Source: an optimization exercise on an open RTL-to-GDS flow (aim: a short achievable clock period and few clock cycles per item). Production flows keep margins and buffers that such runs may drop.
Function was checked by simulation only, so behaviour that the tests miss may differ from the original.
Power figures rest on the tool's default switching activity, not on a simulated workload.

==> design.v <==
package sw_pkg;
    localparam int REF_LEN   = 64;
    localparam int QUERY_LEN = 16;
    localparam int TW = 2 * QUERY_LEN;
    function automatic logic [TW-1:0] col_mask(input int c);
        col_mask = '0;
        for (int x = 0; x < TW; x++) begin
            if (x < 2 * (c + 1)) col_mask[x] = 1'b1;
        end
    endfunction
endpackage
`timescale 1ns/1ps
module sw_row (
    input  logic [sw_pkg::QUERY_LEN*sw_pkg::TW-1:0] h_up_i,
    input  logic [sw_pkg::QUERY_LEN*sw_pkg::TW-1:0] ins_up_i,
    input  logic [sw_pkg::QUERY_LEN-1:0]            match_i,
    output logic [sw_pkg::QUERY_LEN*sw_pkg::TW-1:0] h_o,
    output logic [sw_pkg::QUERY_LEN*sw_pkg::TW-1:0] ins_o
);
    localparam int N  = sw_pkg::QUERY_LEN;
    localparam int TW = sw_pkg::TW;
    logic [N*TW-1:0] a;
    always_comb begin
        logic [TW-1:0] diag;
        logic [TW-1:0] ins;
        logic [TW-1:0] h;
        for (int c = 0; c < N; c++) begin
            diag = (c == 0) ? '0 : h_up_i[TW*(c-1) +: TW];
            ins  = (h_up_i[TW*c +: TW] >> 2) | (ins_up_i[TW*c +: TW] >> 1);
            ins_o[TW*c +: TW] = ins & sw_pkg::col_mask(c);
            a[TW*c +: TW] = (match_i[c] ? ((diag << 2) | TW'(3)) : (diag >> 1)) | ins;
        end
        for (int c = 0; c < N; c++) begin
            h = a[TW*c +: TW];
            for (int k = 0; k < c; k++) begin
                h = h | (a[TW*k +: TW] >> (c - k + 1));
            end
            h_o[TW*c +: TW] = h & sw_pkg::col_mask(c);
        end
    end
endmodule
`timescale 1ns/1ps
module sw_top (
    input  logic          clk,
    input  logic          reset,
    input  logic          valid_i,
    input  logic [1:0]    data_ref_i,
    input  logic [1:0]    data_query_i,
    output logic          finish_o,
    output logic [20:0]   best_o
);
    localparam int N  = sw_pkg::QUERY_LEN;
    localparam int TW = sw_pkg::TW;
    localparam int RW = N * TW;
    logic        active_q;      
    logic [6:0]  cnt_q;         
    logic        full_q;        
    logic [6:0]  rd_q;          
    logic [4:0]  occ_q;         
    logic        occ1_q, occ2_q;    
    logic        qready_q;      
    logic        last_q;        
    logic        fin_q;
    logic        start;
    logic        take;          
    logic        row1, row2;    
    logic        sel_af, sel_bf;
    logic [1:0]  nfifo;         
    logic [4:0]  occ_n;
    assign start  = !active_q && valid_i;
    assign take   = active_q && valid_i && !full_q;
    assign sel_af = qready_q && occ1_q;             
    assign sel_bf = qready_q && occ2_q;             
    assign row1   = sel_af;
    assign row2   = sel_bf;
    assign nfifo  = sel_bf ? 2'd2 : sel_af ? 2'd1 : 2'd0;
    assign occ_n  = start ? 5'd1 : occ_q - 5'(nfifo) + 5'(take);
    always_ff @(posedge clk or posedge reset) begin
        if (reset) begin
            active_q <= 1'b0;
            qready_q <= 1'b0;
            last_q   <= 1'b0;
            fin_q    <= 1'b0;
        end else begin
            fin_q  <= last_q;
            last_q <= (rd_q == 7'd63 && row1) || (rd_q == 7'd62 && row2);
            if (start)       active_q <= 1'b1;
            else if (last_q) active_q <= 1'b0;
            if (start || last_q) qready_q <= 1'b0;
            else if (take && cnt_q == 7'(N - 1)) qready_q <= 1'b1;
        end
    end
    always_ff @(posedge clk) begin
        if (start) begin
            cnt_q  <= 7'd1;
            full_q <= 1'b0;
            rd_q   <= 7'd0;
        end else begin
            cnt_q  <= cnt_q + 7'(take);
            full_q <= full_q || (take && cnt_q == 7'd63);
            rd_q   <= rd_q + (row2 ? 7'd2 : row1 ? 7'd1 : 7'd0);
        end
        occ_q  <= occ_n;
        occ1_q <= (occ_n == 5'd1);
        occ2_q <= (occ_n >= 5'd2);
    end
    logic [1:0]     fifo_q [0:N-1];
    logic [1:0]     fifo_n [0:N-1];
    logic [2*N-1:0] query_q, query_n;
    logic [N-1:0]   ma_q, mb_q;         
    always_comb begin
        for (int k = 0; k < N; k++) begin
            fifo_n[k] = fifo_q[k];
            if (start) begin
                if (k == 0) fifo_n[k] = data_ref_i;
            end else if (take && (5'(k) == occ_q - 5'(nfifo))) begin
                fifo_n[k] = data_ref_i;
            end else if (nfifo == 2'd2) begin
                if (k + 2 < N) fifo_n[k] = fifo_q[k+2];
            end else if (nfifo == 2'd1) begin
                if (k + 1 < N) fifo_n[k] = fifo_q[k+1];
            end
        end
        for (int c = 0; c < N; c++) begin
            query_n[2*c +: 2] = query_q[2*c +: 2];
            if ((start && c == 0) || (take && cnt_q == 7'(c))) query_n[2*c +: 2] = data_query_i;
        end
    end
    always_ff @(posedge clk) begin
        for (int k = 0; k < N; k++) fifo_q[k] <= fifo_n[k];
        query_q <= query_n;
        for (int c = 0; c < N; c++) begin
            ma_q[c] <= (fifo_n[0] == query_n[2*c +: 2]);
            mb_q[c] <= (fifo_n[1] == query_n[2*c +: 2]);
        end
    end
    logic [RW-1:0] h_q, ins_q;
    logic [RW-1:0] h_af, h_bf, ins_a, ins_b;
    sw_row u_row_af (.h_up_i(h_q),  .ins_up_i(ins_q), .match_i(ma_q), .h_o(h_af), .ins_o(ins_a));
    sw_row u_row_bf (.h_up_i(h_af), .ins_up_i(ins_a), .match_i(mb_q), .h_o(h_bf), .ins_o(ins_b));
    always_ff @(posedge clk) begin
        if (!active_q) begin
            h_q   <= '0;
            ins_q <= '0;
        end else if (row1 || row2) begin
            h_q   <= row2 ? h_bf : h_af;
            ins_q <= row2 ? ins_b : ins_a;
        end
    end
    logic [RW-1:0] pa_q;
    always_ff @(posedge clk) begin
        if (!active_q) begin
            pa_q <= '0;
        end else if (row2) begin
            pa_q <= h_af;
        end
    end
    logic [RW-1:0]  bv_q, bv_n;
    logic [7*N-1:0] bi_q, bi_n;
    always_comb begin
        logic [TW-1:0] v;
        logic [TW-1:0] va;
        logic [TW-1:0] vb;
        logic [6:0]    p;
        for (int c = 0; c < N; c++) begin
            v  = bv_q[TW*c +: TW];
            va = pa_q[TW*c +: TW];
            vb = h_q[TW*c +: TW];
            p  = bi_q[7*c +: 7];
            if (|(vb & ~v & ~va))    p = rd_q;
            else if (|(va & ~v))     p = rd_q - 7'd1;
            bv_n[TW*c +: TW] = v | va | vb;
            bi_n[7*c +: 7]   = p;
        end
    end
    always_ff @(posedge clk) begin
        if (!active_q) begin
            bv_q <= '0;
            bi_q <= '0;
        end else begin
            bv_q <= bv_n;
            bi_q <= bi_n;
        end
    end
    logic [N-1:0]  win;
    logic [TW-1:0] vmax;
    logic [20:0]   result;
    always_comb begin
        logic [N*N-1:0] gt;
        logic [5:0]     score;
        logic [6:0]     rpos;
        logic [5:0]     qpos;
        for (int c = 0; c < N; c++) begin
            for (int k = 0; k < N; k++) begin
                gt[N*c + k] = |(bv_n[TW*c +: TW] & ~bv_n[TW*k +: TW]);
            end
        end
        vmax = '0;
        for (int c = 0; c < N; c++) begin
            vmax = vmax | bv_n[TW*c +: TW];
            win[c] = 1'b1;
            for (int k = 0; k < N; k++) begin
                if (k < c) win[c] = win[c] & gt[N*c + k];
                if (k > c) win[c] = win[c] & !gt[N*k + c];
            end
        end
        score = '0;
        for (int x = 1; x <= TW; x++) begin
            if (vmax[x-1] && (x == TW || !vmax[x])) score = score | 6'(x);
        end
        rpos = '0;
        qpos = '0;
        for (int c = 0; c < N; c++) begin
            if (win[c]) begin
                rpos = rpos | bi_n[7*c +: 7];
                qpos = qpos | 6'(c + 1);
            end
        end
        if (!vmax[0]) qpos = '0;
        result = {2'b00, score, rpos, qpos};
    end
    always_ff @(posedge clk or posedge reset) begin
        if (reset) begin
            best_o <= '0;
        end else if (last_q) begin
            best_o <= result;
        end
    end
    assign finish_o = fin_q;
endmodule
==> flow/run.sh <==
#!/bin/bash
set -euo pipefail
bash standard.sh SETUP_SLACK_MARGIN=7.5 TNS_END_PERCENT=10 finish > standard_flow.log 2>&1
==> standard.sh <==
#!/bin/bash
# synth_recipe.tcl (not shown) runs the flow's synth.tcl, then flattens the netlist and writes it again
# the make line also repeats each setting of config.mk as NAME=value (left out here)
make -C /OpenROAD-flow-scripts/flow DESIGN_CONFIG=/design/flow/config.mk WORK_HOME=/design/flow/orfs CLKGATE_MAP_FILE= SYNTH_SCRIPT=/design/flow/synth_recipe.tcl "${@:-finish}"
==> config.mk <==
export PLATFORM = sky130hd
export DESIGN_NAME = sw_top
export DESIGN_NICKNAME = sw_top
export VERILOG_FILES = /design/flow/design.v
export SDC_FILE = /design/flow/constraint.sdc
export NUM_CORES = 4
export LEC_CHECK = 0
export CAP_MARGIN = 20
export CORE_MARGIN = 2
export CORE_UTILIZATION = 35
export SLEW_MARGIN = 20
==> constraint.sdc <==
create_clock -name core_clock -period 11.0 [get_ports {clk}]
set_input_delay 2.2000 -clock core_clock [delete_from_list [all_inputs] [get_ports {clk}]]
set_output_delay 2.2000 -clock core_clock [all_outputs]
set_load 0.01 [all_outputs]
==> impl_metrics.json, run 1 <==
{
  "dp_slack_ps": 5660,
  "synth.largest_area_cell": "dfxtp_1",
  "place_inst": 12700,
  "post-synth-top-count-cell": "nor2_1",
  "arrival_ps": 4510,
  "ys.flop_type": "dfxtp_1",
  "multi_input_area_um2": 48700,
  "area_delta_synth_final_pct": 22.4,
  "worst_setup_path_end_kind": "flip-flop",
  "worstSetupEndpoint": "h_q[465]",
  "peakVddDrop_mv": 0.275,
  "cts.sinks": 1261,
  "worstPathCellList": "buf_8 > mux2i_1 > nand2_1 > nor2_1 > a21oi_1 > nor3_1 > nand2_1 > o221ai_1 > a21oi_1",
  "clkTransAtPathRegs_ps": 60,
  "rsz0062_at_grt": "true",
  "synth-edff-count": 28,
  "p_seq_share_pct": 30.7,
  "min_period_over_period_pct": 34.8,
  "die_area_um2": 216000,
  "cp-start-kind": "flip-flop",
  "hold_class": "reg2reg",
  "p_int_mw": 15.9,
  "dp_hpwl_um": 372000,
  "hold_buffers": 0,
  "grt_pass1_vias": 84100,
  "drt_iter0_drc": 17600,
  "synth_seq_cells": 1261,
  "yosysSeqAreaShare_pct": 34.4,
  "cts_max_path_buffers": 3,
  "globalRouteTotalUtil_pct": 44.3,
  "power.density_nw_per_um2": 360,
  "cp_top_family": "simple AND/OR/NAND/NOR gates",
  "required_ps": 11680,
  "switchingPower_mw": 16.8,
  "relSlewSlack_pct": 5.50,
  "placed_cell_area_um2": 79900,
  "antenna_found_initial": 48,
  "finalWorstSetupSlack_ps": 7170,
  "final-setup-viol-count": 0,
  "dr_total_vias": 94400,
  "fin_nets": 10300,
  "grt_max_degree": 178,
  "critPathLaunch": "ma_q[11]",
  "register_area_um2": 25700,
  "worstMarginPinSlew_ps": 1410,
  "yosys-top-cells-count": "nor2_1, dfxtp_1, nand2_1, clkbuf_1, o22ai_1",
  "synth.top_cell.area_share_pct": 32.6,
  "cts.htree.levels": 4,
  "drive_above_1_share_pct": 18.0,
  "io_pins": 29,
  "r2r_setup_slack_ps": 7170,
  "rr_endpoint": "h_q[465]",
  "reg2regPathDepth": 9,
  "vias_per_cell": 7.13,
  "place.gp.congestion": 1.11,
  "start_util_pct": 35.2,
  "filler_cell_count": 21400,
  "finish.instance_area_um2": 91100,
  "wl_per_cell_um": 38.5,
  "critical_path_buf_inv_count": 1,
  "fin_hold_ws_ps": 451,
  "max_freq_mhz": 261,
  "hold_viol_final": 0,
  "avgSynthCellArea_um2": 7.37,
  "first_pass_iters": 13,
  "netlist_area_um2": 74400,
  "finalNonFillerCells": 13200,
  "critPathKind": "reg2reg",
  "portBuffers": 25,
  "finalMaxSlewViolations": 0,
  "cts_tree": "built",
  "drt-total-wl_um": 509000,
  "clock_latency_ps": 890,
  "path_max_fanout": 31,
  "maxCapViolations": 0,
  "fp.dieW_um": 465,
  "die_h_um": 465,
  "synthArstFlopShare_pct": 1.74,
  "grt_overflow": 0,
  "slowest_stage": "nor2_1",
  "outcome": "finished clean",
  "fin_crit_ps": 3830,
  "skew_ps": 53.2,
  "r2r_start": "ma_q[11]",
  "clkPwrFrac_pct": 16.5,
  "synth.distinct_cells": 94,
  "yosys-top-cells-area": "dfxtp_1, nor2_1, o22ai_1",
  "tns_ps": 0,
  "leakage_nw": 34.1,
  "grt_pass1_wl_um": 685000,
  "cts-root-buf": "clkbuf_16",
  "cp.depth": 9,
  "swShare_pct": 51.4,
  "crit_path_max_incr_delay_ps": 1100,
  "syn_inst": 10100,
  "combPwrFrac_pct": 52.8,
  "core_area_um2": 212000,
  "fp-row-count": 169,
  "yosysWarnings": 5,
  "drcViolationCount": 0,
  "ant_nets": 0,
  "numCtsBuffers": 152
}
==> per-layer routing <==
metal	track usage, %	part of all wire, %
met4	23.7	7.1
met1	57.9	38
met3	20.6	17
met2	59.6	38
met5	0.307	0.11
==> per-stage QoR <==
| step | utilization [%] | power, mW |
|---|---|---|
| floorplan | - | 18.3 |
| global placement | 37.7 | 24.9 |
| detailed placement | 37.8 | 25.1 |
| CTS | 41.1 | 30.8 |
| global route | 43.0 | 33.7 |
| finish | 43.1 | 32.8 |
==> tightest hold or removal path, stage by stage (launching register included) <==
cell and delay [ps]:
dfxtp_1 310, nand2_1 50, a21oi_1 50
==> worst min-delay path by stage <==
stage / endpoint / startpoint / cells past startpoint
CTS: ins_q[262] / ins_q[262] / 2
global route: ins_q[328] / ins_q[328] / 2
global placement: ins_q[196] / ins_q[196] / 2
detailed placement: ins_q[164] / ins_q[164] / 2
floorplan: fin_q / last_q / 0
finish: ins_q[491] / ins_q[491] / 2
==> what timing repair did <==
item	CTS	global route
setup buffers	42	177
setup endpoints to repair	564	469
gates cloned	6	7
resized for setup	389	536
pin swaps	29	117
==> logic make-up (layout without fill, tap and decap cells) <==
family,count (synthesis),in the layout,share of synthesized area (%)
DFF,1261,1261,34.4
adders and majority gates,13,13,0.239
buffers and inverters,1087,1351,5.55
muxes,362,362,5.07
other,1,40,0.00504
xor gates and xnor gates,82,82,0.965
and+or+nand+nor,4635,4639,29.8
AOI/OAI and AO/OA,2666,2666,23.9
==> cell usage in the layout, fill, tap and decap left out, types with 80 or more instances in the layout <==
cell type	count
a211oi_1	329
buf_4	671
mux2i_1	230
nor3_2	87
o21ai_0	271
dfxtp_1	1153
inv_1	270
nand4_1	188
a221oi_1	157
o211ai_1	132
a21oi_1	558
o22ai_1	588
mux2_2	121
nand2_1	860
nor2_1	1607
a31oi_1	89
nand3_1	222
clkbuf_16	161
or3_4	123
nor2b_1	80
and2_1	131
nor3_1	394
or3_1	144
a22oi_1	124
nor4_1	178
==> power by group through the flow <==
stage | sequential (mW) | combinational (mW) | clock, mW
floorplan | 8.21 | 10.1 | 0
global placement | 9.61 | 15.3 | 0
detailed placement | 9.67 | 15.4 | 0
CTS | 9.63 | 15.7 | 5.40
global route | 10.1 | 18.0 | 5.58
finish | 10.0 | 17.3 | 5.41
==> cell type report <==
cell class,instances,share of cell area [%]
Multi-Input combinational cell,7765,53.4
Sequential cell,1261,28.2
Timing Repair Buffer,785,7.30
Clock buffer,225,4.95
Tap cell,2821,3.87
Inverter,284,1.24
Clock inverter,54,0.826
Antenna cell,37,0.102
Timing Repair inverter,3,0.0288
==> sequential cells by signal, summed over array words and instances (netlist names), 16 cells and up <==
name and flops:
mb_q 16, query_q 32, fifo_q 32, ma_q 16, ins_q 225, best_o 18
pa_q 256, bv_q 272, bi_q 112, h_q 256
Testbench counts, summed over its fixed seeds: cycles 12,672, jobs 192.
==> run 2: changes to the inputs <==
==> flow/run.sh (replaced) <==
#!/bin/bash
set -euo pipefail
bash standard.sh SETUP_SLACK_MARGIN=8 TNS_END_PERCENT=10 finish > standard_flow.log 2>&1
--- a/config.mk
+++ b/config.mk
@@ -9,3 +9,3 @@
 export CORE_MARGIN = 2
-export CORE_UTILIZATION = 35
+export CORE_UTILIZATION = 25
 export SLEW_MARGIN = 20
==> impl_metrics.json, run 2 <==
{
  "cts_tree": "built",
  "antenna_found_initial": 24,
  "fin_crit_ps": 3700,
  "place.gp.congestion": 1.09,
  "dr_total_vias": 93700,
  "drive_above_1_share_pct": 23.6,
  "totalPowerFinal_mw": 33.5,
  "relSlewSlack_pct": 7.50,
  "ys.flop_type": "dfxtp_1",
  "fin_hold_ws_ps": 446,
  "dp_slack_ps": 6020,
  "first_pass_iters": 13,
  "syn_inst": 10100,
  "largest-register": "bv_q",
  "rsz0062_at_grt": "true",
  "tns_ps": 0,
  "die_area_um2": 302000,
  "largest_register_ffs": 272,
  "hold_class": "reg2reg",
  "portBuffers": 25,
  "cts.sinks": 1261,
  "grt_overflow": 0,
  "cts_max_path_buffers": 3,
  "fin_util_pct": 32.8,
  "cts.htree.levels": 4,
  "cts-root-buf": "clkbuf_16",
  "crit_path_max_incr_delay_ps": 1120,
  "drt-total-wl_um": 505000,
  "yosys-top-cells-area": "dfxtp_1, nor2_1, o22ai_1",
  "placed_cell_area_um2": 80900,
  "synthSimpleGateAreaFrac_pct": 29.8,
  "place_inst": 13800,
  "numCtsBuffers": 151,
  "synthMuxAreaShare_pct": 5.07,
  "leakage_nw": 36.1,
  "hold_viol_final": 0,
  "power.density_nw_per_um2": 344,
  "synth-xor-area-share_pct": 0.965,
  "core_area_um2": 297000,
  "synth-edff-count": 28,
  "path_max_fanout": 8,
  "maxCapViolations": 0,
  "clkTransAtPathRegs_ps": 60,
  "drt_iter0_drc": 16500,
  "wl_per_cell_um": 34.7,
  "vias_per_cell": 6.43,
  "area_delta_synth_final_pct": 30.7,
  "post-synth-top-count-cell": "nor2_1",
  "fin_nets": 10500,
  "die_h_um": 550,
  "netlist_area_um2": 74400,
  "worstPathCellList": "or3_4 > nor4_1 > nand3_1 > nor3_1 > nand2b_1 > nand3b_1 > nor3_1 > nand3_1 > o32a_1",
  "required_ps": 11800,
  "peakVddDrop_mv": 0.225,
  "synth-compound-area-share_pct": 23.9,
  "fp-row-count": 200,
  "synth.largest_area_cell": "dfxtp_1",
  "ant_nets": 0,
  "grt_pass1_wl_um": 682000,
  "final_common_cell": "nor2_1",
  "yosysSeqAreaShare_pct": 34.4,
  "cp-start-kind": "flip-flop",
  "avgSynthCellArea_um2": 7.37,
  "hold_buffers": 0,
  "reg_top3": "bv_q: 272 flops, h_q: 256 flops, pa_q: 256 flops",
  "grt_pass1_vias": 83200,
  "globalRouteTotalUtil_pct": 31.6,
  "final_cell_mix": "nor2_1, dfxtp_1, nand2_1, buf_4, o22ai_1",
  "worst_setup_path_end_kind": "flip-flop",
  "io_pins": 29,
  "finish.instance_area_um2": 97300,
  "grt_max_degree": 199,
  "worstMarginPinSlew_ps": 1380,
  "final-setup-viol-count": 0,
  "min_period_over_period_pct": 33.6,
  "drcViolationCount": 0,
  "synth.top_cell.area_share_pct": 32.6,
  "synth.distinct_cells": 94,
  "outcome": "finished clean",
  "synth_seq_cells": 1261,
  "arrival_ps": 4500,
  "synth_adder_area_share_pct": 0.239,
  "yosysWarnings": 5,
  "finalMaxSlewViolations": 0,
  "start_util_pct": 25.1,
  "synth_top_family_by_area": "simple AND/OR/NAND/NOR gates",
  "skew_ps": 94.0,
  "finalWorstSetupSlack_ps": 7300,
  "synthArstFlopShare_pct": 1.74,
  "critPathKind": "reg2reg",
  "yosys-top-cells-count": "nor2_1, dfxtp_1, nand2_1, clkbuf_1, o22ai_1",
  "max_freq_mhz": 270,
  "dp_hpwl_um": 363000,
  "slowest_stage": "nor3_1",
  "clock_latency_ps": 910,
  "fp.dieW_um": 550,
  "finalNonFillerCells": 14600
}
run 2: critical path: cells and delay by family (launching register included):
kind	cells	cell delay, ps
AO/OA/AOI/OAI	1	150
flip-flops	1	490
AND/OR/NAND/NOR	8	3000
run 2: power by group:
group / internal (mW) / switching [mW] / leakage [nW] / total, mW
sequential: 6.93 / 3.35 / 10.7 / 10.3
clock: 2.99 / 2.33 / 2.52 / 5.32
combinational: 6.65 / 11.2 / 22.9 / 17.9
total: 16.6 / 16.9 / 36.1 / 33.5
run 2: cell families (layout without fill, tap and decap cells):
kind of cell	count (synthesis)	count (layout)
xor gates and xnor gates	82	82
adders and majority gates	13	13
muxes	362	362
other	1	27
AOI/OAI and AO/OA	2666	2666
buffers and inverters	1087	1571
DFF	1261	1261
and+or+nand+nor	4635	4639
run 2: layer usage:
metal	global-route usage, %	wire length [µm]	up-vias
li1	-	-	38300
met1	40.1	189000	45000
met2	43.8	195000	8095
met3	13.4	79900	2177
met4	19.2	41000	20
met5	0	171	-
run 2: final timing paths:
path                       startpoint          to  slack [ps]  cells past startpoint
setup / recovery             h_q[420]  best_o[15]        7300                      9
min in group asynchronous       reset   best_o[4]        1760                      3
hold / removal              ins_q[65]   ins_q[65]         450                      2
setup reg to reg             h_q[420]  best_o[15]        7300                      9
max in group asynchronous       reset    active_q        8720                      3
hold reg to reg             ins_q[65]   ins_q[65]         450                      2
run 2: cell type report:
cell class	count	area (µm²)
repair buffers	1008	9210
well taps	3939	4930
clock inverters	62	785
repair inverters	4	31.3
clock buffers	213	4330
inverters	284	1150
fillers	31300	199000
diodes	24	60.1
multi-input cells	7765	51000
flip-flops and latches	1261	25900
run 2: timing repair:
action / CTS / global route
pin swaps: 237 / 173
hold endpoints to repair: 0 / 0
gates cloned: 16 / 6
setup endpoints to repair: 879 / 611
setup buffers: 265 / 216
resized for setup: 973 / 656
==> run 3: changes to the inputs <==
--- a/design.v
+++ b/design.v
@@ -22,2 +22,3 @@
     logic [N*TW-1:0] a;
+    logic [N*TW-1:0] g0, g1, g2, g3, g4;
     always_comb begin
@@ -32,7 +33,9 @@
         end
-        for (int c = 0; c < N; c++) begin
-            h = a[TW*c +: TW];
-            for (int k = 0; k < c; k++) begin
-                h = h | (a[TW*k +: TW] >> (c - k + 1));
-            end
+        for (int c = 0; c < N; c++) g0[TW*c +: TW] = (c >= 1) ? (a[TW*(c-1) +: TW] >> 2) : '0;
+        for (int c = 0; c < N; c++) g1[TW*c +: TW] = g0[TW*c +: TW] | ((c >= 1) ? (g0[TW*(c-1) +: TW] >> 1) : '0);
+        for (int c = 0; c < N; c++) g2[TW*c +: TW] = g1[TW*c +: TW] | ((c >= 2) ? (g1[TW*(c-2) +: TW] >> 2) : '0);
+        for (int c = 0; c < N; c++) g3[TW*c +: TW] = g2[TW*c +: TW] | ((c >= 4) ? (g2[TW*(c-4) +: TW] >> 4) : '0);
+        for (int c = 0; c < N; c++) g4[TW*c +: TW] = g3[TW*c +: TW] | ((c >= 8) ? (g3[TW*(c-8) +: TW] >> 8) : '0);
+        for (int c = 0; c < N; c++) begin
+            h = a[TW*c +: TW] | g4[TW*c +: TW];
             h_o[TW*c +: TW] = h & sw_pkg::col_mask(c);
@@ -208,3 +211,3 @@
         for (int x = 1; x <= TW; x++) begin
-            if (vmax[x-1] && (x == TW || !vmax[x])) score = score | 6'(x);
+            score = score | ({6{vmax[x-1] && (x == TW || !vmax[x])}} & 6'(x));
         end
@@ -213,6 +216,4 @@
         for (int c = 0; c < N; c++) begin
-            if (win[c]) begin
-                rpos = rpos | bi_n[7*c +: 7];
-                qpos = qpos | 6'(c + 1);
-            end
+            rpos = rpos | ({7{win[c]}} & bi_n[7*c +: 7]);
+            qpos = qpos | ({6{win[c]}} & 6'(c + 1));
         end
==> flow/run.sh (replaced) <==
#!/bin/bash
# The standard layout, unchanged except that:
#  - the port buffers start as buf_8 instead of the smallest buffer.
set -euo pipefail
bash standard.sh SETUP_SLACK_MARGIN=8 TNS_END_PERCENT=10 \
    "BUFFER_PORTS_ARGS=-buffer_cell sky130_fd_sc_hd__buf_8" finish > standard_flow.log 2>&1
==> impl_metrics.json, run 3 <==
{
  "maxCapViolations": 0,
  "globalRouteTotalUtil_pct": 31.1,
  "hp-start": "ins_q[65]",
  "drive_above_1_share_pct": 20.1,
  "required_ps": 11760,
  "reg2regPathDepth": 9,
  "avgSynthCellArea_um2": 7.29,
  "multi_input_area_um2": 50300,
  "dp_slack_ps": 6240,
  "core_area_um2": 297000,
  "peakVddDrop_mv": 0.202,
  "worstMarginPinSlew_ps": 1200,
  "grt_busiest_layer": "met2",
  "placed_cell_area_um2": 80900,
  "dp_hpwl_um": 350000,
  "cts.htree.levels": 4,
  "ant_nets": 0,
  "grt_use_met1_pct": 39.0,
  "holdPathEnd": "ins_q[65]",
  "rsz0062_at_grt": "true",
  "fp.dieW_um": 550,
  "hold_depth": 2,
  "fin_util_pct": 32.0,
  "drt-total-wl_um": 493000,
  "yosysSeqAreaShare_pct": 34.4,
  "relSlewSlack_pct": 19.0,
  "clkTransAtPathRegs_ps": 60,
  "arrival_ps": 4590,
  "place_inst": 13800,
  "start_util_pct": 25.1,
  "dr_total_vias": 92900,
  "syn_inst": 10200,
  "register_area_um2": 25800,
  "met3_usage_pct": 13.4,
  "synth-edff-count": 28,
  "use_met2_pct": 43.2,
  "io_pins": 29,
  "hold_buffers": 0,
  "hold_class": "reg2reg",
  "netlist_area_um2": 74500,
  "r2r_setup_slack_ps": 7170,
  "place.gp.congestion": 1.10,
  "finalNonFillerCells": 14400,
  "min_period_over_period_pct": 34.8,
  "cts-root-buf": "clkbuf_16",
  "critPathKind": "reg2reg",
  "cts.sinks": 1261,
  "clock_latency_ps": 900,
  "grt_max_degree": 180,
  "grt_pass1_vias": 83100,
  "antenna_found_initial": 31,
  "final-setup-viol-count": 0,
  "worst_setup_path_end_kind": "flip-flop",
  "numCtsBuffers": 148,
  "largest_register_ffs": 272,
  "r2r_start": "pa_q[363]",
  "finish.instance_area_um2": 94800,
  "fp-row-count": 200,
  "fin_crit_ps": 3830,
  "synth_seq_cells": 1261,
  "portBuffers": 25,
  "cp-start-kind": "flip-flop",
  "drcViolationCount": 0,
  "filler_cell_count": 31500,
  "synth.largest_area_cell": "dfxtp_1",
  "synth.top_cell.area_share_pct": 32.6,
  "outcome": "finished clean",
  "post-synth-top-count-cell": "nor2_1",
  "max_freq_mhz": 261,
  "drt_iter0_drc": 17300,
  "first_pass_iters": 10,
  "leakage_nw": 35.1,
  "synthArstFlopShare_pct": 1.74,
  "power.density_nw_per_um2": 344,
  "yosys-top-cells-count": "nor2_1, dfxtp_1, nand2_1, clkbuf_1, a21oi_1",
  "finalMaxSlewViolations": 0,
  "grt_pass1_wl_um": 673000,
  "fin_nets": 10400,
  "cts_max_path_buffers": 3,
  "wl_per_cell_um": 34.1,
  "rr_endpoint": "best_o[12]",
  "largest-register": "bv_q",
  "grt_overflow": 0,
  "reg_top3": "bv_q: 272 flops, h_q: 256 flops, pa_q: 256 flops",
  "hold_viol_final": 0,
  "cts_tree": "built",
  "synth.distinct_cells": 90,
  "vias_per_cell": 6.43,
  "yosysWarnings": 5,
  "final_cell_mix": "nor2_1, dfxtp_1, nand2_1, buf_4, a21oi_1",
  "tns_ps": 0,
  "die_area_um2": 302000,
  "ys.flop_type": "dfxtp_1",
  "die_h_um": 550,
  "final_common_cell": "nor2_1",
  "finalWorstSetupSlack_ps": 7170,
  "path_max_fanout": 11,
  "skew_ps": 69.2,
  "area_delta_synth_final_pct": 27.3,
  "yosys-top-cells-area": "dfxtp_1, nor2_1, o22ai_1"
}
[run 3: timing repair]
action / in CTS / in global routing
gates resized for setup: 844 / 461
cloned: 16 / 3
setup endpoints to repair: 975 / 431
setup buffers: 181 / 134
pin swaps: 153 / 87
[run 3: per-layer routing]
layer  vias up  part of all wire, %  wire, µm
met5         -                0.065       323
met4        40                  8.0     39300
met3      2167                   16     77800
met2      8078                   39    193000
met1     44500                   37    183000
li1      38100                    -         -
[run 3: how the worst max path moves through the flow]
stage	from	depth (start not counted)	slack (ps)	endpoint
6_report	pa_q[363]	9	7170	best_o[12]
5_1_grt	h_q[273]	12	7200	best_o[2]
4_1_cts	h_q[270]	12	7270	best_o[1]
3_5_place_dp	ma_q[5]	10	6240	h_q[416]
3_3_place_gp	h_q[475]	10	6200	best_o[1]
2_1_floorplan	valid_i	12	7160	mb_q[0]
[run 3: logic make-up after synthesis]
group / share of synthesized area, %
fa+ha+maj: 0.239
compound gates: 24.1
simple gates: 29.9
buf+inv: 5.55
mux: 4.83
flops: 34.4
xor+xnor: 0.988
other cells: 0.00503
[run 3: power by group]
part,internal (mW),switching [mW],leakage [nW],total [mW]
Sequential,6.83,3.11,10.7,9.94
Combinational,6.20,11.1,21.9,17.3
Clock,3.06,2.33,2.54,5.39
[run 3: critical path, stage by stage (launching register included)]
cell,delay (ps)
dfxtp_1,430
nor2b_1,190
a2111oi_0,820
nand4_1,240
nor4_2,330
buf_4,330
mux2_2,360
mux2_2,270
a221o_1,400
o32a_1,340
[run 3: area by class of cell]
cell class                      instances  share of cell area, %
Tap cell                             3939                   5.20
Clock inverter                         62                   1.00
Clock buffer                          207                   4.53
Timing Repair Buffer                  813                   7.91
Sequential cell                      1261                   27.2
Multi-Input combinational cell       7873                   53.0
Antenna cell                           13                 0.0343
Inverter                              276                   1.14
Timing Repair inverter                  1                0.00923
[run 3: through the flow]
stage                     hold WS [ps]  power (mW)
after global routing               463        33.8
after detailed placement           444        24.2
after global placement             439        24.1
final                              451        32.6
after floorplan                    428        18.1
after CTS                          452        31.0
Testbench counts of run 3, summed over its fixed seeds: cycles 12,672, jobs 192.
==> run 4: changes to the inputs <==
--- a/flow/run.sh
+++ b/flow/run.sh
@@ -4,3 +4,3 @@
 set -euo pipefail
-bash standard.sh SETUP_SLACK_MARGIN=8 TNS_END_PERCENT=10 \
+bash standard.sh SETUP_SLACK_MARGIN=8 TNS_END_PERCENT=100 \
     "BUFFER_PORTS_ARGS=-buffer_cell sky130_fd_sc_hd__buf_8" finish > standard_flow.log 2>&1
==> impl_metrics.json, run 4 <==
{
  "outcome": "finished clean",
  "skew_ps": 85.9,
  "final_common_cell": "nor2_1",
  "cp-start-kind": "flip-flop",
  "relSlewSlack_pct": 19.5,
  "ant_nets": 0,
  "grt_overflow": 0,
  "final_cell_mix": "nor2_1, dfxtp_1, nand2_1, buf_4, a21oi_1",
  "grt_pass1_wl_um": 683000,
  "synth.top_cell.area_share_pct": 32.6,
  "area_delta_synth_final_pct": 32.3,
  "drcViolationCount": 0,
  "placed_cell_area_um2": 81400,
  "dr_total_vias": 94000,
  "rsz0062_at_grt": "true",
  "cts-root-buf": "clkbuf_16",
  "synth-edff-count": 28,
  "hold_viol_final": 0,
  "reg_top3": "bv_q: 272 flops, h_q: 256 flops, pa_q: 256 flops",
  "peakVddDrop_mv": 0.225,
  "clkTransAtPathRegs_ps": 60,
  "yosys-top-cells-count": "nor2_1, dfxtp_1, nand2_1, clkbuf_1, a21oi_1",
  "clock_latency_ps": 900,
  "largest-register": "bv_q",
  "yosys-top-cells-area": "dfxtp_1, nor2_1, o22ai_1",
  "hold_buffers": 0,
  "grt_max_degree": 172,
  "totalPowerFinal_mw": 34.0,
  "finalWorstSetupSlack_ps": 7200,
  "fin_nets": 10600,
  "arrival_ps": 4590,
  "core_area_um2": 297000,
  "antenna_found_initial": 31,
  "vias_per_cell": 6.42,
  "avgSynthCellArea_um2": 7.29,
  "required_ps": 11790,
  "yosysSeqAreaShare_pct": 34.4,
  "max_freq_mhz": 263,
  "start_util_pct": 25.1,
  "synthArstFlopShare_pct": 1.74,
  "yosysWarnings": 5,
  "cts.sinks": 1261,
  "power.density_nw_per_um2": 345,
  "synth.distinct_cells": 90,
  "wl_per_cell_um": 34.7,
  "critPathKind": "reg2reg",
  "drt-total-wl_um": 508000,
  "ys.flop_type": "dfxtp_1",
  "finish.instance_area_um2": 98600,
  "netlist_area_um2": 74500,
  "dp_hpwl_um": 356000,
  "fin_crit_ps": 3800,
  "io_pins": 29,
  "first_pass_iters": 22,
  "die_h_um": 550,
  "path_max_fanout": 5,
  "tns_ps": 0,
  "portBuffers": 25,
  "leakage_nw": 36.9,
  "post-synth-top-count-cell": "nor2_1",
  "fp-row-count": 200,
  "synth.largest_area_cell": "dfxtp_1",
  "cts_max_path_buffers": 3,
  "place.gp.congestion": 1.08,
  "die_area_um2": 302000,
  "globalRouteTotalUtil_pct": 31.7,
  "worst_setup_path_end_kind": "flip-flop",
  "worstMarginPinSlew_ps": 1210,
  "grt_pass1_vias": 83600,
  "drive_above_1_share_pct": 23.3,
  "cts_tree": "built",
  "hold_class": "reg2reg",
  "cts.htree.levels": 4,
  "fp.dieW_um": 550,
  "largest_register_ffs": 272,
  "numCtsBuffers": 149,
  "final-setup-viol-count": 0,
  "drt_iter0_drc": 17000,
  "maxCapViolations": 0,
  "finalMaxSlewViolations": 0,
  "synth_seq_cells": 1261,
  "dp_slack_ps": 6000,
  "syn_inst": 10200,
  "min_period_over_period_pct": 34.5
}
## run 4: cell counts after synthesis
Identical to the previous run, type by type.
## run 4: timing repair
item	in CTS	in global routing
pin swaps	216	217
setup endpoints to repair	917	458
cloned	18	6
setup buffers	307	194
resized for setup	1025	576
## run 4: cells by family after synthesis
| logic type | Yosys count | share of synthesized area [%] |
|---|---|---|
| adder cells (fa/ha/maj) | 13 | 0.239 |
| AO/OA/AOI/OAI | 2700 | 24.1 |
| buffers and inverters | 1096 | 5.55 |
| AND/OR/NAND/NOR | 4722 | 29.9 |
| other | 1 | 0.00503 |
| multiplexers | 345 | 4.83 |
| flip-flops | 1261 | 34.4 |
| XOR/XNOR | 84 | 0.988 |
## run 4: per-layer routing
| layer | track usage [%] | vias to the layer above | routed length (µm) |
|---|---|---|---|
| met5 | 0.0633 | - | 144 |
| met4 | 19.9 | 16 | 42200 |
| met3 | 12.2 | 2166 | 76100 |
| met2 | 44.4 | 8092 | 200000 |
| met1 | 40.2 | 45200 | 190000 |
| li1 | - | 38500 | - |
## run 4: cell type report
| cell class | count | area [µm²] |
|---|---|---|
| diodes | 27 | 67.6 |
| clock buffers | 211 | 4300 |
| clock inverters | 50 | 841 |
| fillers | 30900 | 198000 |
| inverters | 276 | 1100 |
| multi-input cells | 7873 | 52100 |
| flip-flops and latches | 1261 | 25800 |
| well taps | 3939 | 4930 |
| repair buffers | 1004 | 9420 |
| repair inverters | 2 | 17.5 |
## run 4: path summary, 6_finish.rpt
check                           startpoint  slack [ps]         end  cells past startpoint
max in group asynchronous            reset        9040   best_o[9]                      3
worst min-delay path            ins_q[435]         450  ins_q[435]                      2
worst min register to register  ins_q[435]         450  ins_q[435]                      2
worst max-delay path              h_q[366]        7200   best_o[6]                     11
min in group asynchronous            reset        1430  best_o[14]                      3
worst max register to register    h_q[366]        7200   best_o[6]                     11
## run 4: critical path, cell delays in order (launching register included)
cell and delay (ps):
dfxtp_1 410, buf_4 240, or3_1 520, nor2_1 630, nand4_1 170, buf_4 200, nor4_2 340, nand2_1 250
nor4_1 380, a222oi_1 180, o211ai_1 200, o32a_1 210
## run 4: per-stage QoR
step | hold slack (ps) | instances | util (%)
CTS | 451 | 14400 | 31.7
finish | 452 | 14600 | 33.2
global placement | 441 | 13800 | 27.4
detailed placement | 443 | 13800 | 27.4
global route | 464 | 14600 | 33.2
floorplan | 428 | 10200 | -
## run 4: where the power goes
| group | switching [mW] | total (mW) | internal [mW] |
|---|---|---|---|
| Combinational | 11.6 | 18.6 | 6.98 |
| Clock | 2.31 | 5.31 | 3.00 |
| Sequential | 3.24 | 10.1 | 6.84 |
| Total | 17.2 | 34.0 | 16.8 |
==> run 5: changes to the inputs <==
--- a/design.v
+++ b/design.v
@@ -60,4 +60,6 @@
     logic        full_q;        
+    logic        lastb_q;       
     logic [6:0]  rd_q;          
     logic [4:0]  occ_q;         
+    logic [N:0]  wp_q;          
     logic        occ1_q, occ2_q;    
@@ -69,4 +71,4 @@
     logic        row1, row2;    
-    logic        sel_af, sel_bf;
-    logic [1:0]  nfifo;         
+    logic        sel_af, sel_bf, sel_bp;
+    logic        push;          
     logic [4:0]  occ_n;
@@ -74,8 +76,10 @@
     assign take   = active_q && valid_i && !full_q;
-    assign sel_af = qready_q && occ1_q;             
-    assign sel_bf = qready_q && occ2_q;             
+    assign sel_bf = qready_q && occ2_q;                        
+    assign sel_bp = qready_q && occ1_q && take && lastb_q;     
+    assign sel_af = qready_q && occ1_q && !(take && lastb_q);  
     assign row1   = sel_af;
-    assign row2   = sel_bf;
-    assign nfifo  = sel_bf ? 2'd2 : sel_af ? 2'd1 : 2'd0;
-    assign occ_n  = start ? 5'd1 : occ_q - 5'(nfifo) + 5'(take);
+    assign row2   = sel_bf || sel_bp;
+    assign push   = take && !sel_bp;
+    assign occ_n  = start ? 5'd1
+                  : occ_q - (sel_bf ? 5'd2 : (sel_af || sel_bp) ? 5'd1 : 5'd0) + 5'(push);
     always_ff @(posedge clk or posedge reset) begin
@@ -97,9 +101,11 @@
         if (start) begin
-            cnt_q  <= 7'd1;
-            full_q <= 1'b0;
-            rd_q   <= 7'd0;
+            cnt_q   <= 7'd1;
+            full_q  <= 1'b0;
+            lastb_q <= 1'b0;
+            rd_q    <= 7'd0;
         end else begin
-            cnt_q  <= cnt_q + 7'(take);
-            full_q <= full_q || (take && cnt_q == 7'd63);
-            rd_q   <= rd_q + (row2 ? 7'd2 : row1 ? 7'd1 : 7'd0);
+            cnt_q   <= cnt_q + 7'(take);
+            full_q  <= full_q || (take && lastb_q);
+            lastb_q <= lastb_q || (take && cnt_q == 7'd62);
+            rd_q    <= rd_q + (row2 ? 7'd2 : row1 ? 7'd1 : 7'd0);
         end
@@ -108,2 +114,3 @@
         occ2_q <= (occ_n >= 5'd2);
+        for (int k = 0; k <= N; k++) wp_q[k] <= (occ_n == 5'(k));
     end
@@ -113,3 +120,10 @@
     logic [N-1:0]   ma_q, mb_q;         
-    always_comb begin
+    logic [4*N-1:0] qm_q;               
+    logic [N-1:0]   wpos;               
+    always_comb begin
+        for (int k = 0; k < N; k++) begin
+            if (!qready_q)   wpos[k] = wp_q[k];
+            else if (occ2_q) wpos[k] = (k + 2 <= N) ? wp_q[k+2] : 1'b0;
+            else             wpos[k] = (k == 0);
+        end
         for (int k = 0; k < N; k++) begin
@@ -118,7 +132,7 @@
                 if (k == 0) fifo_n[k] = data_ref_i;
-            end else if (take && (5'(k) == occ_q - 5'(nfifo))) begin
+            end else if (push && wpos[k]) begin
                 fifo_n[k] = data_ref_i;
-            end else if (nfifo == 2'd2) begin
+            end else if (sel_bf) begin
                 if (k + 2 < N) fifo_n[k] = fifo_q[k+2];
-            end else if (nfifo == 2'd1) begin
+            end else if (qready_q && occ1_q) begin
                 if (k + 1 < N) fifo_n[k] = fifo_q[k+1];
@@ -137,2 +151,3 @@
             mb_q[c] <= (fifo_n[1] == query_n[2*c +: 2]);
+            for (int b = 0; b < 4; b++) qm_q[N*b + c] <= (query_n[2*c +: 2] == 2'(b));
         end
@@ -141,4 +156,10 @@
     logic [RW-1:0] h_af, h_bf, ins_a, ins_b;
+    logic [RW-1:0] h_bp [0:3];
+    logic [RW-1:0] unused_ins [0:3];
     sw_row u_row_af (.h_up_i(h_q),  .ins_up_i(ins_q), .match_i(ma_q), .h_o(h_af), .ins_o(ins_a));
     sw_row u_row_bf (.h_up_i(h_af), .ins_up_i(ins_a), .match_i(mb_q), .h_o(h_bf), .ins_o(ins_b));
+    for (genvar b = 0; b < 4; b++) begin : g_base
+        sw_row u_row_bp (.h_up_i(h_af), .ins_up_i(ins_a), .match_i(qm_q[N*b +: N]),
+                         .h_o(h_bp[b]), .ins_o(unused_ins[b]));
+    end
     always_ff @(posedge clk) begin
@@ -148,3 +169,3 @@
         end else if (row1 || row2) begin
-            h_q   <= row2 ? h_bf : h_af;
+            h_q   <= sel_bf ? h_bf : sel_bp ? h_bp[data_ref_i] : h_af;
             ins_q <= row2 ? ins_b : ins_a;
@@ -187,2 +208,6 @@
     end
+    logic [RW-1:0]  bv_f;
+    logic [7*N-1:0] bi_f;
+    assign bv_f = bv_n;
+    assign bi_f = bi_n;
     logic [N-1:0]  win;
@@ -197,3 +222,3 @@
             for (int k = 0; k < N; k++) begin
-                gt[N*c + k] = |(bv_n[TW*c +: TW] & ~bv_n[TW*k +: TW]);
+                gt[N*c + k] = |(bv_f[TW*c +: TW] & ~bv_f[TW*k +: TW]);
             end
@@ -202,3 +227,3 @@
         for (int c = 0; c < N; c++) begin
-            vmax = vmax | bv_n[TW*c +: TW];
+            vmax = vmax | bv_f[TW*c +: TW];
             win[c] = 1'b1;
@@ -216,3 +241,3 @@
         for (int c = 0; c < N; c++) begin
-            rpos = rpos | ({7{win[c]}} & bi_n[7*c +: 7]);
+            rpos = rpos | ({7{win[c]}} & bi_f[7*c +: 7]);
             qpos = qpos | ({6{win[c]}} & 6'(c + 1));
--- a/flow/run.sh
+++ b/flow/run.sh
@@ -4,3 +4,3 @@
 set -euo pipefail
-bash standard.sh SETUP_SLACK_MARGIN=8 TNS_END_PERCENT=100 \
+bash standard.sh SETUP_SLACK_MARGIN=8 TNS_END_PERCENT=10 \
     "BUFFER_PORTS_ARGS=-buffer_cell sky130_fd_sc_hd__buf_8" finish > standard_flow.log 2>&1
==> impl_metrics.json, run 5 <==
{
  "drt_iter0_drc": 30100,
  "numCtsBuffers": 173,
  "critPathKind": "reg2reg",
  "max_freq_mhz": 240,
  "cts_max_path_buffers": 4,
  "worstMarginPinSlew_ps": 1400,
  "synth-compound-area-share_pct": 27.8,
  "portBuffers": 25,
  "synth-edff-count": 28,
  "grt_overflow": 0,
  "synth-xor-area-share_pct": 0.735,
  "clkTransAtPathRegs_ps": 60,
  "hold_class": "reg2reg",
  "leakage_nw": 52.9,
  "ys.flop_type": "dfxtp_1",
  "required_ps": 11830,
  "synth.largest_area_cell": "dfxtp_1",
  "cpMostUsedCell": "buf_4",
  "post-synth-top-count-cell": "nor2_1",
  "final_cell_mix": "nor2_1, buf_4, nand2_1, dfxtp_1, a21oi_1",
  "crit_path_max_incr_delay_ps": 990,
  "cts_tree": "built",
  "core_area_um2": 409000,
  "synth_adder_area_share_pct": 0.198,
  "fp.dieW_um": 644,
  "critical_path_buf_inv_count": 2,
  "grt_max_degree": 185,
  "place.gp.congestion": 1.06,
  "hold_depth": 2,
  "synthArstFlopShare_pct": 1.64,
  "hold_buffers": 0,
  "drt-total-wl_um": 970000,
  "outcome": "finished clean",
  "drcViolationCount": 0,
  "reg2regPathDepth": 12,
  "fin_crit_ps": 4160,
  "drive_above_1_share_pct": 28.0,
  "synth_top_family_by_area": "simple AND/OR/NAND/NOR gates",
  "die_area_um2": 415000,
  "cp-start-kind": "flip-flop",
  "first_pass_iters": 12,
  "tns_ps": 0,
  "arrival_ps": 4990,
  "hold_viol_final": 0,
  "power.density_nw_per_um2": 323,
  "synth_seq_cells": 1342,
  "reg_top3": "bv_q: 272 flops, h_q: 256 flops, pa_q: 256 flops",
  "grt_pass1_vias": 135000,
  "yosysWarnings": 10,
  "fin_nets": 16100,
  "netlist_area_um2": 103000,
  "final-setup-viol-count": 0,
  "die_h_um": 644,
  "yosysSeqAreaShare_pct": 26.6,
  "yosys-top-cells-area": "dfxtp_1, nor2_1, a21oi_1",
  "rsz0062_at_grt": "true",
  "area_delta_synth_final_pct": 41.2,
  "wl_per_cell_um": 44.4,
  "fin_util_pct": 35.4,
  "synth.distinct_cells": 112,
  "slowest_stage": "nor2_1",
  "min_period_over_period_pct": 37.8,
  "largest_register_ffs": 272,
  "io_pins": 29,
  "maxCapViolations": 0,
  "largest-register": "bv_q",
  "antenna_found_initial": 122,
  "cp.depth": 12,
  "cp_top_family": "simple AND/OR/NAND/NOR gates",
  "final_common_cell": "nor2_1",
  "grt_pass1_wl_um": 1240000,
  "ant_nets": 0,
  "relSlewSlack_pct": 6.78,
  "cts.sinks": 1342,
  "start_util_pct": 25.1,
  "skew_ps": 80.0,
  "clock_latency_ps": 980,
  "dp_hpwl_um": 654000,
  "worst_setup_path_end_kind": "flip-flop",
  "yosys-top-cells-count": "nor2_1, nand2_1, dfxtp_1, clkbuf_1, a21oi_1",
  "vias_per_cell": 7.08,
  "worstPathCellList": "buf_4 > nand2_1 > buf_4 > nand2b_2 > nor2_1 > and2_4 > nand2_8 > or4_4 > nor2_2 > a221o_1 > a21oi_1 > o21a_1",
  "dr_total_vias": 155000,
  "synth.top_cell.area_share_pct": 25.2,
  "peakVddDrop_mv": 0.190,
  "globalRouteTotalUtil_pct": 43.3,
  "cts-root-buf": "clkbuf_16",
  "fp-row-count": 235,
  "cts.htree.levels": 4,
  "synthSimpleGateAreaFrac_pct": 33.4,
  "finalMaxSlewViolations": 0,
  "avgSynthCellArea_um2": 6.78,
  "syn_inst": 15100,
  "synthMuxAreaShare_pct": 5.24,
  "path_max_fanout": 12
}
## run 5: changes by cell type in the layout (fill, tap and decap cells not counted), moves of 129 or more
cell	previous run	this run
buf_4	795	1637
nor3_1	383	549
a31oi_1	79	223
nand2_1	810	1265
nand4_1	173	302
o21ai_0	240	613
nor2_1	1640	2250
a21oi_1	597	1085
nand3_1	192	407
## run 5: what timing repair did
| action | 4_1_cts | 5_1_grt |
|---|---|---|
| setup endpoints to repair | 1148 | 1128 |
| cloned | 66 | 28 |
| buffers inserted | 680 | 466 |
| gates resized for setup | 1964 | 1086 |
| endpoints found under the hold margin | 0 | 0 |
| pin swaps | 355 | 342 |
## run 5: worst min-delay path, cell delays in order (launching register included)
cell     delay (ps)
dfxtp_1         310
nand2_1          50
a21oi_1          50
## run 5: where the power goes
part / total, mW / switching [mW] / internal [mW]
clock network: 6.38 / 2.74 / 3.64
logic: 30.0 / 20.6 / 9.41
registers: 10.3 / 3.24 / 7.08
## run 5: cells by family (layout without fill, tap and decap cells)
kind of cell               after synthesis  count (layout)
adders and majority gates               15              15
muxes                                  517             517
AOI/OAI and AO/OA                     4400            4400
buffers and inverters                 1636            2777
xor gates and xnor gates                86              86
and+or+nand+nor                       7113            7122
other                                    1             129
DFF                                   1342            1342
## run 5: cell type report
type / instances / area (µm²)
multi-input cells: 12100 / 81200
well taps: 5451 / 6820
fillers: 42900 / 264000
flip-flops and latches: 1342 / 27500
clock buffers: 240 / 5020
repair inverters: 4 / 37.5
repair buffers: 2147 / 21500
diodes: 126 / 315
clock inverters: 71 / 967
inverters: 315 / 1350
## run 5: path summary, 6_finish.rpt
check,start,end,slack (ps)
hold / removal,ins_q[433],ins_q[433],450
max in group asynchronous,reset,active_q,8950
setup reg to reg,h_q[273],h_q[458],6840
min in group asynchronous,reset,best_o[3],1390
setup / recovery,h_q[273],h_q[458],6840
hold reg to reg,ins_q[433],ins_q[433],450
## run 5: metal layers
metal  share of wire (%)  wire length [µm]  global-route usage (%)  vias up
li1                    -                 -                       -    58700
met1                  35            339000                    50.5    74300
met2                  36            354000                    57.0    16100
met3                  18            175000                    26.2     5422
met4                  10             99000                    31.2      102
met5                0.30              2910                    1.83        -
## run 5: per-stage QoR
stage	worst slack [ps]	cells	instance area, µm²	power [mW]	hold slack (ps)
2_1_floorplan	6200	15100	103000	21.2	417
3_3_place_gp	4970	20200	113000	32.0	438
5_1_grt	7020	21700	144000	46.6	462
3_5_place_dp	4960	20200	113000	32.1	443
4_1_cts	7140	21200	135000	42.2	451
6_report	6840	21800	145000	46.7	454
Testbench counts of run 5, summed over its fixed seeds: cycles 12,480, jobs 192.

[port drivers added, routing unchanged]
The results above use ideal ports. As a check the final layouts listed here were re-extracted and re-timed, cells and wires unchanged. Step 1 sets driving cells, clkbuf_16 on the clock port and buf_2 on the other inputs (assumed; they add their load-dependent delay and slew). Step 2 also shifts input and output timing later by t, the mid clock arrival at the registers, as if the neighbouring blocks saw the same clock. Slacks: ideal / step 1 / step 2; pairs: ideal / step 1.
| run | shift t [ns] | slack for setup (ns) | latest minus earliest clock arrival (ns) | slew at the worst register clock pin (ns) | worst slew at a driven data input, ns |
|---|---|---|---|---|---|
| run 1 | 0.955 | 7.169 / 7.169 / 6.616 | 0.056 / 0.056 | 0.09 / 0.09 | 0.04 |
| run 2 | 0.965 | 7.300 / 7.272 / 6.696 | 0.100 / 0.100 | 0.10 / 0.10 | 0.09 |
| run 3 | 0.959 | 7.171 / 7.171 / 6.835 | 0.069 / 0.069 | 0.08 / 0.08 | 0.17 |
| run 4 | 0.964 | 7.203 / 7.203 / 6.552 | 0.088 / 0.088 | 0.07 / 0.07 | 0.19 |
| run 5 | 1.059 | 6.838 / 6.838 / 5.823 | 0.083 / 0.082 | 0.07 / 0.07 | 0.31 |
After both steps every run listed still meets setup and hold. For run 5, which loses most, drivers alone change the setup slack by 0.000 ns; drivers and shift together by -1.015 ns.
